Source: an optimization exercise on an open RTL-to-GDS flow (aim: small area). Production flows keep margins and buffers that such runs may drop.
No functional check of the RTL was part of this run.
Power is estimated from default activity; no workload was simulated.

==> design.v <==
package y86_pkg;
    localparam logic [3:0] IHALT   = 4'h0;
    localparam logic [3:0] INOP    = 4'h1;
    localparam logic [3:0] IRRMOVQ = 4'h2;
    localparam logic [3:0] IIRMOVQ = 4'h3;
    localparam logic [3:0] IRMMOVQ = 4'h4;
    localparam logic [3:0] IMRMOVQ = 4'h5;
    localparam logic [3:0] IOPQ    = 4'h6;
    localparam logic [3:0] IJXX    = 4'h7;
    localparam logic [3:0] ICALL   = 4'h8;
    localparam logic [3:0] IRET    = 4'h9;
    localparam logic [3:0] IPUSHQ  = 4'hA;
    localparam logic [3:0] IPOPQ   = 4'hB;
    localparam logic [3:0] RNONE = 4'hF;
    localparam logic [3:0] RRSP  = 4'h4;
    typedef enum logic [2:0] {
        SAOK = 3'd1,
        SHLT = 3'd2,
        SADR = 3'd3,
        SINS = 3'd4
    } stat_t;
    typedef enum logic {
        S_RUN  = 1'b0,
        S_STOP = 1'b1
    } state_t;
endpackage
import y86_pkg::*;
module y86_regfile
(
    input  logic        clk,
    input  logic        rst,
    input  logic        i_we,
    input  logic [3:0]  i_dst_e,
    input  logic [3:0]  i_dst_m,
    input  logic [63:0] i_val_e,
    input  logic [63:0] i_val_m,
    input  logic [3:0]  i_src_a,
    input  logic [3:0]  i_src_b,
    output logic [63:0] o_val_a,
    output logic [63:0] o_val_b
);
    logic [63:0] r_regs [15];
    logic [63:0] w_rd   [16];
    generate
        for (genvar gi = 0; gi < 15; gi++) begin : g_reg
            always_ff @(posedge clk) begin
                if (rst) begin
                    r_regs[gi] <= '0;
                end else if (i_we) begin
                    if (i_dst_m == 4'(gi))
                        r_regs[gi] <= i_val_m;
                    else if (i_dst_e == 4'(gi))
                        r_regs[gi] <= i_val_e;
                end
            end
            assign w_rd[gi] = r_regs[gi];
        end
    endgenerate
    assign w_rd[RNONE] = '0;
    assign o_val_a     = w_rd[i_src_a];
    assign o_val_b     = w_rd[i_src_b];
endmodule
import y86_pkg::*;
module writeback_pc_update
#(
    parameter logic [63:0] RESET_PC = 64'd0,
    parameter int          CNT_W    = 16
) (
    input  logic                 clk,
    input  logic                 rst,
    input  logic                 en,
    input  logic [3:0]           icode,
    input  logic                 cnd,
    input  logic                 instr_valid,
    input  logic                 imem_error,
    input  logic                 dmem_error,
    input  logic [3:0]           dstE,
    input  logic [3:0]           dstM,
    input  logic [63:0]          valE,
    input  logic [63:0]          valM,
    input  logic [63:0]          valC,
    input  logic [63:0]          valP,
    input  logic [3:0]           srcA,
    input  logic [3:0]           srcB,
    output logic [63:0]          valA,
    output logic [63:0]          valB,
    output logic [63:0]          pc,
    output logic [2:0]           stat,
    output logic                 halted,
    output logic [CNT_W-1:0]     cycle_count,
    output logic [CNT_W-1:0]     retire_count
);
    function automatic logic [2:0] classify(input logic imem_err, input logic dmem_err,
                                       input logic instr_valid, input logic [3:0] icode);
        if (imem_err || dmem_err)  classify = SADR;
        else if (!instr_valid)     classify = SINS;
        else if (icode == IHALT)   classify = SHLT;
        else                       classify = SAOK;
    endfunction
    logic             r_state;
    logic             w_state_next;
    logic [2:0]       r_stat;
    logic [2:0]       w_stat_next;
    logic [63:0]      r_pc,    w_pc_next;
    logic [CNT_W-1:0] r_cycle, w_cycle_next;
    logic [CNT_W-1:0] r_retire, w_retire_next;
    logic [2:0]       w_new_stat;
    logic             w_we;
    localparam logic [CNT_W-1:0] CNT_ONE = CNT_W'(1);
    assign w_new_stat = classify(imem_error, dmem_error, instr_valid, icode);
    always_comb begin
        w_state_next  = r_state;
        w_stat_next   = r_stat;
        w_pc_next     = r_pc;
        w_cycle_next  = r_cycle;
        w_retire_next = r_retire;
        w_we          = 1'b0;
        if (en && r_state == S_RUN) begin
            w_cycle_next = (r_cycle == '1) ? r_cycle : r_cycle + CNT_ONE;
            if (w_new_stat == SAOK) begin
                w_we          = 1'b1;
                w_retire_next = (r_retire == '1) ? r_retire : r_retire + CNT_ONE;
                if (icode == ICALL || (icode == IJXX && cnd))
                    w_pc_next = valC;
                else if (icode == IRET)
                    w_pc_next = valM;
                else
                    w_pc_next = valP;
            end else begin
                w_stat_next  = w_new_stat;
                w_state_next = S_STOP;
            end
        end
    end
    always_ff @(posedge clk) begin
        if (rst) begin
            r_state  <= S_RUN;
            r_stat   <= SAOK;
            r_pc     <= RESET_PC;
            r_cycle  <= '0;
            r_retire <= '0;
        end else begin
            r_state  <= w_state_next;
            r_stat   <= w_stat_next;
            r_pc     <= w_pc_next;
            r_cycle  <= w_cycle_next;
            r_retire <= w_retire_next;
        end
    end
    y86_regfile u_regfile (
        .clk     (clk),
        .rst     (rst),
        .i_we    (w_we),
        .i_dst_e (dstE),
        .i_dst_m (dstM),
        .i_val_e (valE),
        .i_val_m (valM),
        .i_src_a (srcA),
        .i_src_b (srcB),
        .o_val_a (valA),
        .o_val_b (valB)
    );
    assign pc           = r_pc;
    assign stat         = r_stat;
    assign halted       = (r_state == S_STOP);
    assign cycle_count  = r_cycle;
    assign retire_count = r_retire;
endmodule
==> run.sh <==
#!/bin/bash
# synth_recipe.tcl (not shown) runs the flow's synth.tcl, then flattens the netlist and writes it again
# the make line also repeats each setting of config.mk as NAME=value (left out here)
make -C /OpenROAD-flow-scripts/flow DESIGN_CONFIG=/design/flow/config.mk WORK_HOME=/design/flow/orfs CLKGATE_MAP_FILE= SYNTH_SCRIPT=/design/flow/synth_recipe.tcl finish
==> config.mk <==
export PLATFORM = sky130hd
export DESIGN_NAME = writeback_pc_update
export DESIGN_NICKNAME = writeback_pc_update
export VERILOG_FILES = /design/flow/design.v
export SDC_FILE = /design/flow/constraint.sdc
export NUM_CORES = 4
export LEC_CHECK = 0
export CAP_MARGIN = 40
export CORE_MARGIN = 2
export CORE_UTILIZATION = 30
export PLACE_DENSITY = 0.45
export SLEW_MARGIN = 30
==> constraint.sdc <==
create_clock -name core_clock -period 8.0 [get_ports {clk}]
set_input_delay 1.6000 -clock core_clock [delete_from_list [all_inputs] [get_ports {clk}]]
set_output_delay 1.6000 -clock core_clock [all_outputs]
set_load 0.01 [all_outputs]
==> notes.md <==
[where the power goes]
group	switching (mW)	leakage (nW)	internal, mW
sequential	0.0440	8.54	5.32
combinational	1.52	14.1	0.648
clock	2.79	2.31	3.80
total	4.35	24.9	9.76
[worst max path at each step]
stage,cells after the start,start,slack [ns],to
after floorplan,7,srcB[3],3.28,valB[45]
after global placement,10,srcA[1],1.20,valA[1]
after detailed placement,10,srcA[1],1.22,valA[1]
after CTS,10,srcA[1],1.20,valA[1]
after global routing,10,srcA[1],1.02,valA[6]
final,9,srcA[1],0.77,valA[40]
[layout make-up]
class	count	area share, %
well taps	2805	4.57
clock inverters	47	0.871
multi-input cells	5495	49.9
clock buffers	200	5.24
flip-flops and latches	1060	27.6
repair buffers	883	11.5
diodes	42	0.137
inverters	22	0.107
[registers in the layout, indices dropped and copies added, names as in the netlist]
name              flops
r_state               1
r_retire             16
r_pc                 64
u_regfile.r_regs    960
r_cycle              16
r_stat                3
[cells by family after synthesis]
group | share of synthesized area, %
buffers and inverters | 6.85
multiplexers | 19.7
XOR/XNOR | 0.235
AND/OR/NAND/NOR | 12.5
AO/OA/AOI/OAI | 27.3
flip-flops | 33.4
adder cells (fa/ha/maj) | 0.0394
[layer usage]
metal / GRT usage, % / vias up
li1: - / 28400
met1: 46.5 / 34100
met2: 52.5 / 5623
met3: 15.0 / 1592
met4: 24.4 / 34
met5: 0 / -
[cell usage in the layout, fill, tap and decap left out, types with 67 or more instances in the layout]
cell and count:
a211oi_1 1050, a21oi_1 197, a221oi_1 86, a22o_1 67, a22oi_1 291, buf_4 285
clkbuf_16 138, clkdlybuf4s50_1 501, dfxtp_1 1060, mux2i_1 1171, nand2_1 222, nand3_1 79
nor2_1 1194, nor2b_1 75, o21ai_0 264, o22ai_1 122
[worst max-delay path: stages]
cell             delay, ns
buf_4                 0.29
buf_12                0.28
nor2_2                0.66
nand2_1               0.80
o22ai_1               0.38
a31oi_1               0.07
a41oi_1               0.70
buf_4                 0.22
clkdlybuf4s50_1       0.53
[stage by stage]
step,setup slack (ns),utilization (%)
6_report,0.769,36.6
3_5_place_dp,1.22,34.2
2_1_floorplan,3.28,-
5_1_grt,1.02,36.6
4_1_cts,1.20,36.4
3_3_place_gp,1.20,33.9
==> flow_metrics.py <==
metrics = {
    "synthesis": {
        "synth_nets": 7807,
        "yosysTopAreaCellShare_pct": 33.4,
        "yosysMostFrequentCell": "nor2_1",
        "synth_common_cells": "nor2_1 (1218), mux2i_1 (1171), dfxtp_1 (1060)",
        "ys.flop_type": "dfxtp_1",
        "syn-cell-area_um2": 63500,
        "ys_seq_elements": 1060,
        "synth_area_leaders": "dfxtp_1 (33%), mux2i_1 (18%), a211oi_1 (12%)",
        "synth_edf_count": 0,
        "async_reset_ff_share_pct": 0,
        "synth_seq_area_share_pct": 33.4,
        "postSynthAreaPerCell_um2": 8.44,
        "ys_types": 83,
        "syn_inst": 7522,
        "synth_top_area_cell": "dfxtp_1",
        "ys_warn_count": 4,
    },
    "drt": {
        "drt-met1-wl_um": 165000,
        "wl_per_cell_um": 40.0,
        "first_pass_iters": 8,
        "routed_wl_um": 422000,
        "top_layer_used": "met5",
        "routed_via_density": 6.62,
        "vias": 69800,
        "drc": 0,
        "route.met2.wl_um": 169000,
        "first_iter_violations": 11600,
        "postRouteAntennaNets": 0,
        "routed-wl-met3_um": 54100,
    },
    "layout": {
        "area.sequential_um2": 21200,
        "area_delta_synth_final_pct": 21.1,
        "multi_input_area_um2": 38400,
        "drive_gt1_share_pct": 10.1,
        "design_area_um2": 76900,
        "fill_cells": 21600,
        "layout.nets": 7885,
        "final_cells": 10600,
    },
    "floorplan": {
        "row_count": 168,
        "io-pin-count": 511,
        "core_area_um2": 210000,
        "start_util_pct": 30.2,
        "die_x_um": 464,
        "die_h_um": 464,
        "die_area_um2": 215000,
    },
    "clocking": {
        "postCtsSetupBuffers": 0,
        "cts_resized": 0,
        "clk_pin_slew_ns": 0.06,
        "cts.htree.levels": 4,
        "cts_tree": "built",
        "clkLatencyLatePin_ns": 0.87,
        "clockBufferDepth": 3,
        "cts_sinks": 1060,
        "root_buffer": "clkbuf_16",
        "ctsHoldBuffers": 0,
        "cts_buffers": 138,
    },
    "sta": {
        "fin_crit_sh_pct": 90.4,
        "slew_viol_final": 0,
        "rsz0062_at_grt": "false",
        "tightestPinTransition_ns": 1.43,
        "min_period_ns": 7.23,
        "slew_headroom_pct": 4.54,
        "holdWs_ns": 0.443,
        "fmax_ghz": 0.138,
        "tns_ns": 0,
        "clock_skew_ns": 0.0394,
        "final_hold_viol_count": 0,
        "finalSetupViolCount": 0,
    },
    "placed_design": {
        "port_buffers": 510,
        "dpl-instance-area_um2": 71700,
        "hpwl_um": 277000,
        "dpl.cell_count": 10200,
        "place_congestion": 1.05,
    },
    "setup_path": {
        "regToRegSetupSlack_ns": 5.09,
        "critPathMaxFanout": 34,
        "required_ns": 6.40,
        "critical_path_class": "in -> out",
        "worstSetupStartpointType": "input pin",
        "crit_arrival_ns": 5.63,
        "end_kind": "primary output",
        "rr_endpoint": "u_regfile.r_regs[12][41]",
        "reg2reg_depth": 8,
        "rr_startpoint": "r_state",
    },
    "power_and_ir_drop": {
        "power.density_nw_per_um2": 184,
        "finalPower_mw": 14.1,
        "leakagePower_nw": 24.9,
        "vdd_drop_max_mv": 0.255,
    },
    "min_path": {
        "hp-class": "reg -> reg",
        "holdPathStages": 2,
        "min_to": "r_pc[39]",
        "min_from": "r_pc[39]",
    },
    "global_route": {
        "gr-total-overflow": 0,
        "grt_pass1_vias": 63300,
        "grt_max_degree": 191,
        "antenna_found_initial": 57,
        "grt_pass1_wl_um": 562000,
        "grt_usage_pct": 37.3,
    },
    "job": {
        "max-cap-violations": 0,
    },
    "run_status": {
        "outcome": "finished clean",
    },
}

## what the ideal ports hide
How much do the figures lean on ideal ports? The routed layout below was timed once more, with nothing changed but the port constraints.
Step 1, drivers: a clkbuf_16 drives clk and a buf_2 each remaining input, both assumed.
Step 2, shift: input delay + t, output delay - t, t = (earliest + latest rising clock arrival at the registers) / 2. This alone moves slack from input paths to output paths.
Three values: ideal, step 1, step 2; two values: the first two.
t (ns): 0.935
slack for setup (ns): 0.769 / 0.700 / 0.700
worst setup path at the end: input to output
clock arrival spread, ns: 0.054 / 0.054
worst register clock-pin slew, ns: 0.07 / 0.07
After both steps this run still meets setup and hold. The setup slack of this run moves by -0.069 ns with the drivers and by -0.069 ns with both steps.
